Source: an optimization exercise on an open RTL-to-GDS flow (aim: small area and a short achievable clock period). Production flows keep margins and buffers that such runs may drop.
The RTL was checked by simulation tests, not by an equivalence proof against the original design.
Power figures rest on the tool's default switching activity, not on a simulated workload. No driver is modelled on the clock port, so clocking that relies on it looks cheaper here than on a real chip.

== run 1 ==
// data_mem_responder
module data_mem_responder #(
  parameter int DEPTH       = 64,
  parameter int WAIT_CYCLES = 2
) (
  input  logic        CLK,
  input  logic        Reset,
  input  logic        req,
  input  logic        we,
  input  logic [31:0] addr,
  input  logic [31:0] wdata,
  input  logic [3:0]  be,
  output logic [31:0] rdata,
  output logic        ack,
  output logic        err,
  output logic        busy
);
Size: ~4,100 cells after synthesis, ~110 I/O pins, about 0.055 mm2 of cells after synthesis.
Settings: LEC_CHECK=0, CAP_MARGIN=20, CORE_MARGIN=2, CORE_UTILIZATION=60, SETUP_SLACK_MARGIN=2.45, SLEW_MARGIN=20, SYNTH_HIERARCHICAL=1, SYNTH_MINIMUM_KEEP_SIZE=0; clock period 4.6 ns.
standard.sh (not shown) runs the stock make flow with config.mk's settings and CLKGATE_MAP_FILE= SYNTH_SCRIPT=/design/flow/synth_recipe.tcl, a recipe that flattens the netlist after the stock synthesis.
==> flow/flow/run.sh <==
#!/bin/bash
# Layout flow: the standard ORFS flow (standard.sh), with two changes:
#  * port buffers are plain buffers (buf_2) instead of the delay cell buffer_ports picks;
#  * CTS clusters up to 30 sinks within 80 um per leaf buffer and adds no dummy load
#    cells to balance leaf nets.
# ORFS writes each step's full log under orfs/logs/; make's own output goes to standard.log.
set -euo pipefail
export BUFFER_PORTS_ARGS="-buffer_cell sky130_fd_sc_hd__buf_2"
export CTS_ARGS="-sink_clustering_enable -repair_clock_nets -dont_use_dummy_load -sink_clustering_size 30 -sink_clustering_max_diameter 80"
bash standard.sh > standard.log 2>&1
What run 2 does differently from run 1 at the input level:
- SETUP_SLACK_MARGIN changed from 2.45 to 2.6
- CORE_UTILIZATION changed from 60 to 70
### Flow results
The placement-stage worst setup slack reported for run 2 is smaller than that of run 1 by 45 ps. Run 2 vs run 1 — met1 capacity usage during global routing rose 6.3 points. No stage failed in run 2, and the final checks on the layout all came back clean. Run 1 finished every stage and its layout cleared the timing, DRC and antenna checks. Number of filler cells placed in the layout (run 2 vs. run 1) decreases by more than a quarter. For clock power, run 2 and run 1 come out practically identical. Fmax: run 1 vs run 2 — no meaningful difference. The final reports for run 2 and run 1 show die area lower in the former. Comparing run 1 with run 2, the smallest hold slack came out essentially unchanged.
diff inputs: run 2 => run 3
- CORE_UTILIZATION changed from 70 to 60
diff --git a/flow/flow/run.sh b/flow/flow/run.sh
--- a/flow/flow/run.sh
+++ b/flow/flow/run.sh
@@ -9 +9 @@
-export CTS_ARGS="-sink_clustering_enable -repair_clock_nets -dont_use_dummy_load -sink_clustering_size 30 -sink_clustering_max_diameter 80"
+export CTS_ARGS="-sink_clustering_enable -repair_clock_nets -dont_use_dummy_load -sink_clustering_size 30 -sink_clustering_max_diameter 80 -buf_list {sky130_fd_sc_hd__clkbuf_8 sky130_fd_sc_hd__clkbuf_16}"
Results
- Per the final summary, run 3 finished and its layout is clean on timing, DRC and antenna.
- Taking run 2 as the reference, in run 3 cell internal power dissipation essentially unchanged, top achievable clock speed higher, height of the chip has increased.
- Row minimum clock period: run 3 lower / run 2 higher
- Compared with run 2, in run 3 half-perimeter wire length of the detailed placement result moved up; final cell utilization of the core lost 11 points; routing usage on met3 fell 0.74 points; portion of netlist area occupied by mux cells roughly the same.
- | placer congestion estimate | lower: run 3 |
Changes in run 4 relative to run 3:
diff --git a/flow/flow/run.sh b/flow/flow/run.sh
--- a/flow/flow/run.sh
+++ b/flow/flow/run.sh
@@ -4 +4 @@
-#  * CTS clusters up to 30 sinks within 80 um per leaf buffer and adds no dummy load
+#  * CTS clusters up to 40 sinks within 60 um per leaf buffer and adds no dummy load
@@ -9 +9 @@
-export CTS_ARGS="-sink_clustering_enable -repair_clock_nets -dont_use_dummy_load -sink_clustering_size 30 -sink_clustering_max_diameter 80 -buf_list {sky130_fd_sc_hd__clkbuf_8 sky130_fd_sc_hd__clkbuf_16}"
+export CTS_ARGS="-sink_clustering_enable -repair_clock_nets -dont_use_dummy_load -sink_clustering_size 40 -sink_clustering_max_diameter 60"
[summary]
Run 4 drops more vias than run 3.
Run comparison: run 4 source of the critical timing path r_rdata[6]; run 3 source of the critical timing path r_rdata[26]
[compare] base=run 3 new=run 4: maximum vdd drop increased by about 0.7% relative to the old numbers, number of setup violations in the final report closely matched the old numbers, area occupied by registers closely matched the old numbers, total power increased by about 5% relative to the old numbers, sequential share of layout area decreased by 0.90 points relative to the old numbers.


v6:
Another version of the RTL of data_mem_responder (not shown whole).
Size in the first run: about 2200 flip-flops.
clock: 4.6 ns
lec_check: 0
cap_margin: 20
core_margin: 2
core_utilization: 60
setup_slack_margin: 2.5
slew_margin: 20
run.sh (not shown) runs the stock make flow with config.mk's settings and CLKGATE_MAP_FILE= SYNTH_SCRIPT=/design/flow/synth_recipe.tcl, a recipe that flattens the netlist after the stock synthesis.
Stock flow here: none of the scripts above is used.
## Diff of input files: v7 against v6
- a deleted SETUP_SLACK_MARGIN that had been 2.5
Findings:
In the metrics for v7 and v6, the one carrying the lower area added between synthesis and finish is v7.
Compared v6 against v7; switching power share of the total within noise.
On minimum clock period, the higher figure sits with v7, not v6.
Delta (v7 minus v6): global-route usage held; clock-cell share of area up 0.19 points.
v7 vs. v6: post-route clock period utilization saw an increase; final design utilization saw a decrease; clock skew saw a decrease; least setup slack across all paths after layout saw a decrease.
Master of the slowest instance on the critical path = dfrtp_1: v6; master of the slowest instance on the critical path = clkdlybuf4s50_1: v7
Status: total power parity (v7, v6)
Design area went down slightly going from v6 to v7.


## JK
Starting RTL as in the previous note.
==> flow/config.mk <==
export PLATFORM = sky130hd
export DESIGN_NAME = data_mem_responder
export DESIGN_NICKNAME = data_mem_responder
export VERILOG_FILES = /design/flow/design.v
export SDC_FILE = /design/flow/constraint.sdc
export NUM_CORES = 4
export LEC_CHECK = 0
export CAP_MARGIN = 20
export CORE_MARGIN = 2
export CORE_UTILIZATION = 60
export SETUP_SLACK_MARGIN = 2.2
export SLEW_MARGIN = 20
==> flow/constraint.sdc <==
create_clock -name core_clock -period 4.6 [get_ports {CLK}]
set_input_delay 0.9200 -clock core_clock [delete_from_list [all_inputs] [get_ports {CLK}]]
set_output_delay 0.9200 -clock core_clock [all_outputs]
set_load 0.01 [all_outputs]
standard.sh (not shown) runs the stock make flow with config.mk's settings and CLKGATE_MAP_FILE= SYNTH_SCRIPT=/design/flow/synth_recipe.tcl, a recipe that flattens the netlist after the stock synthesis.
==> flow/flow/run.sh <==
#!/bin/bash
# Layout flow: the standard ORFS flow (standard.sh), with two changes:
#  * port buffers are plain buffers (buf_2) instead of the delay cell buffer_ports picks;
#  * CTS clusters up to 25 sinks within 80 um per leaf buffer and adds no dummy load
#    cells to balance leaf nets.
# ORFS writes each step's full log under orfs/logs/; make's own output goes to standard.log.
set -euo pipefail
export BUFFER_PORTS_ARGS="-buffer_cell sky130_fd_sc_hd__buf_2"
export CTS_ARGS="-sink_clustering_enable -repair_clock_nets -dont_use_dummy_load -sink_clustering_size 25 -sink_clustering_max_diameter 80"
bash standard.sh > standard.log 2>&1
### JK -> MS
- changing SETUP_SLACK_MARGIN from 2.2 to 2.5
diff --git a/flow/flow/run.sh b/flow/flow/run.sh
--- a/flow/flow/run.sh
+++ b/flow/flow/run.sh
@@ -4,2 +4 @@
-#  * CTS clusters up to 25 sinks within 80 um per leaf buffer and adds no dummy load
-#    cells to balance leaf nets.
+#  * CTS adds no dummy load cells to balance leaf nets.
@@ -9 +8 @@
-export CTS_ARGS="-sink_clustering_enable -repair_clock_nets -dont_use_dummy_load -sink_clustering_size 25 -sink_clustering_max_diameter 80"
+export CTS_ARGS="-sink_clustering_enable -repair_clock_nets -dont_use_dummy_load"
[summary]
- ~same number of nets with antenna violations after routing in JK and MS
- Sort JK and MS by post-route fraction of the period consumed by the critical path, descending, and JK comes first.
- Sequential share of layout area sits lower in MS than in JK.
- The clock tree skew after final layout of MS was superior to that of JK.
- On MS: worst hold-check slack is 0.17 ns lower than what JK gave.
- Area taken by flip-flops and latches: JK vs MS, no meaningful difference
- [MS] finished layout cell area rose about 6% relative to JK
--- input diff MS..AL ---
- putting CTS_CLUSTER_DIAMETER at 80 where nothing was set
- putting CTS_CLUSTER_SIZE at 25 where nothing was set
==> flow/run.sh (new file) <==
#!/bin/bash
# synth_recipe.tcl (not shown) runs the flow's synth.tcl, then flattens the netlist and writes it again
# the make line also repeats each setting of config.mk as NAME=value (left out here)
make -C /OpenROAD-flow-scripts/flow DESIGN_CONFIG=/design/flow/config.mk WORK_HOME=/design/flow/orfs CLKGATE_MAP_FILE= SYNTH_SCRIPT=/design/flow/synth_recipe.tcl finish
removed: flow/flow/run.sh
removed: flow/standard.sh
## What came out
Of the two candidates, MS has the worse clock skew and AL the better one. Taking MS as the reference, in AL total routing resource utilization after global routing shows a reduction of 1.2 points, switching power shows a reduction of about 10%. [AL vs MS] growth of design area from synthesis to finish: lower in AL. MS → AL: clock period minus final worst setup slack has decreased, quantity of gates resized following cts now larger, core occupancy in the finished layout lower. AL vs MS: summed area of non-filler cells in the final layout down by a few percent.
Inputs modified between AL and TR:
- removing CTS_CLUSTER_SIZE (formerly 25)
- removing CTS_CLUSTER_DIAMETER (formerly 80)
- changing SETUP_SLACK_MARGIN from 2.5 to 2.6
==> flow/flow/run.sh (new file) <==
#!/bin/bash
# Layout flow: the standard ORFS flow (standard.sh), with two changes:
#  * port buffers are plain buffers (buf_2) instead of the delay cell buffer_ports picks;
#  * CTS clusters up to 25 sinks within 80 um per leaf buffer and adds no dummy load
#    cells to balance leaf nets.
# ORFS writes each step's full log under orfs/logs/; make's own output goes to standard.log.
set -euo pipefail
export BUFFER_PORTS_ARGS="-buffer_cell sky130_fd_sc_hd__buf_2"
export CTS_ARGS="-sink_clustering_enable -repair_clock_nets -dont_use_dummy_load -sink_clustering_size 25 -sink_clustering_max_diameter 80"
bash standard.sh > standard.log 2>&1
==> flow/standard.sh (new file) <==
#!/bin/bash
# synth_recipe.tcl (not shown) runs the flow's synth.tcl, then flattens the netlist and writes it again
# the make line also repeats each setting of config.mk as NAME=value (left out here)
make -C /OpenROAD-flow-scripts/flow DESIGN_CONFIG=/design/flow/config.mk WORK_HOME=/design/flow/orfs CLKGATE_MAP_FILE= SYNTH_SCRIPT=/design/flow/synth_recipe.tcl "${@:-finish}"
removed: flow/run.sh
Findings:
- In terms of combinational share of power, TR and AL differ only marginally.
- Part of the power in the clock network for TR is lower than for AL.
- Comparing TR and AL, the higher via count is on TR.
- Sum of routed wire length over all layers: TR > AL
- For TR, the library cell contributing the largest single delay on the critical path was sky130_fd_sc_hd__dfrtp_2, unlike AL, where it was sky130_fd_sc_hd__dfrtp_1.
- Diff AL -> TR | area taken by multi-input logic gates | increase of about 0.4%
- Between TR and AL, the difference in core occupancy in the finished layout is negligible.
- The run showing the smaller area after detailed placement is TR.
- Between TR and AL, the difference in area of all placed cells without fillers is negligible.
- Of TR and AL, the run reporting the lower total power was TR.
- From TR to AL, core region area did not move at all.
- Looking only at signed area change from the synthesized netlist to the final layout, and setting everything else aside, the higher value of TR and AL goes to AL.
[inputs] PW vs TR
- an added CTS_CLUSTER_DIAMETER of 80
- an added CTS_CLUSTER_SIZE of 25
diff --git a/flow/flow/run.sh b/flow/flow/run.sh
--- a/flow/flow/run.sh
+++ b/flow/flow/run.sh
@@ -4,2 +4 @@
-#  * CTS clusters up to 25 sinks within 80 um per leaf buffer and adds no dummy load
-#    cells to balance leaf nets.
+#  * CTS adds no dummy load cells to balance leaf nets.
@@ -9 +8 @@
-export CTS_ARGS="-sink_clustering_enable -repair_clock_nets -dont_use_dummy_load -sink_clustering_size 25 -sink_clustering_max_diameter 80"
+export CTS_ARGS="-sink_clustering_enable -repair_clock_nets -dont_use_dummy_load"
Notes after the runs:
PW: core utilization 2.2 points above TR. Diff PW..TR | flip-flop and latch count | unchanged. Part of the total power dissipated in the clock network | PW above TR. The cell area of PW is higher than that of TR. PW contains more vias than TR. Against TR, PW reports a routed wirelength normalized by instance count that is lower. Looking at PW and TR, the share of power burned in combinational logic is a wash. Row global-route wire length before repair: PW higher / TR lower. Summary of PW over TR: maximum vdd drop decreased 4.7%; ratio of routed vias to standard cells went up. Comparing PW with TR, the post-synthesis register bit count came out essentially unchanged.

## port drivers added, routing unchanged
No port has a modelled driver above. Below, the same layouts with a new extraction and two added sets of constraints.
Step 1 (the two cells are an assumption about what drives the block):
set clk [get_ports {CLK}]
set_driving_cell -lib_cell sky130_fd_sc_hd__clkbuf_16 $clk
set_driving_cell -lib_cell sky130_fd_sc_hd__buf_2 [delete_from_list [all_inputs] $clk]
Step 2 adds t to the input delays and takes it off the output delays; t is the mean of the earliest and latest rising clock arrival at the registers after step 1. Input paths then give back, and output paths get back, about the clock's delay inside the block.
Slacks: ideal ports / drivers / drivers and shift; pairs: ideal ports / drivers.
run | t (ns) | setup slack, ns | cell pins on the clock port's net
run 1 | 0.724 | 2.379 / 2.309 / 1.948 | 1
run 2 | 0.724 | 2.375 / 2.304 / 1.879 | 1
run 3 | 0.732 | 2.389 / 2.321 / 2.031 | 1
run 4 | 0.772 | 2.372 / 2.301 / 2.017 | 1
v6 | 0.845 | 2.291 / 2.217 / 1.917 | 1
v7 | 0.835 | 1.771 / 1.703 / 1.938 | 1
JK | 0.752 | 2.190 / 2.190 / 2.190 | 1
MS | 0.828 | 2.316 / 2.245 / 2.168 | 1
AL | 0.760 | 2.345 / 2.280 / 1.924 | 1
TR | 0.763 | 2.361 / 2.289 / 2.203 | 1
PW | 0.827 | 2.298 / 2.228 / 2.158 | 1
After both steps every run listed still meets setup and hold. For run 2, which loses most, drivers alone change the setup slack by -0.071 ns; drivers and shift together by -0.496 ns.
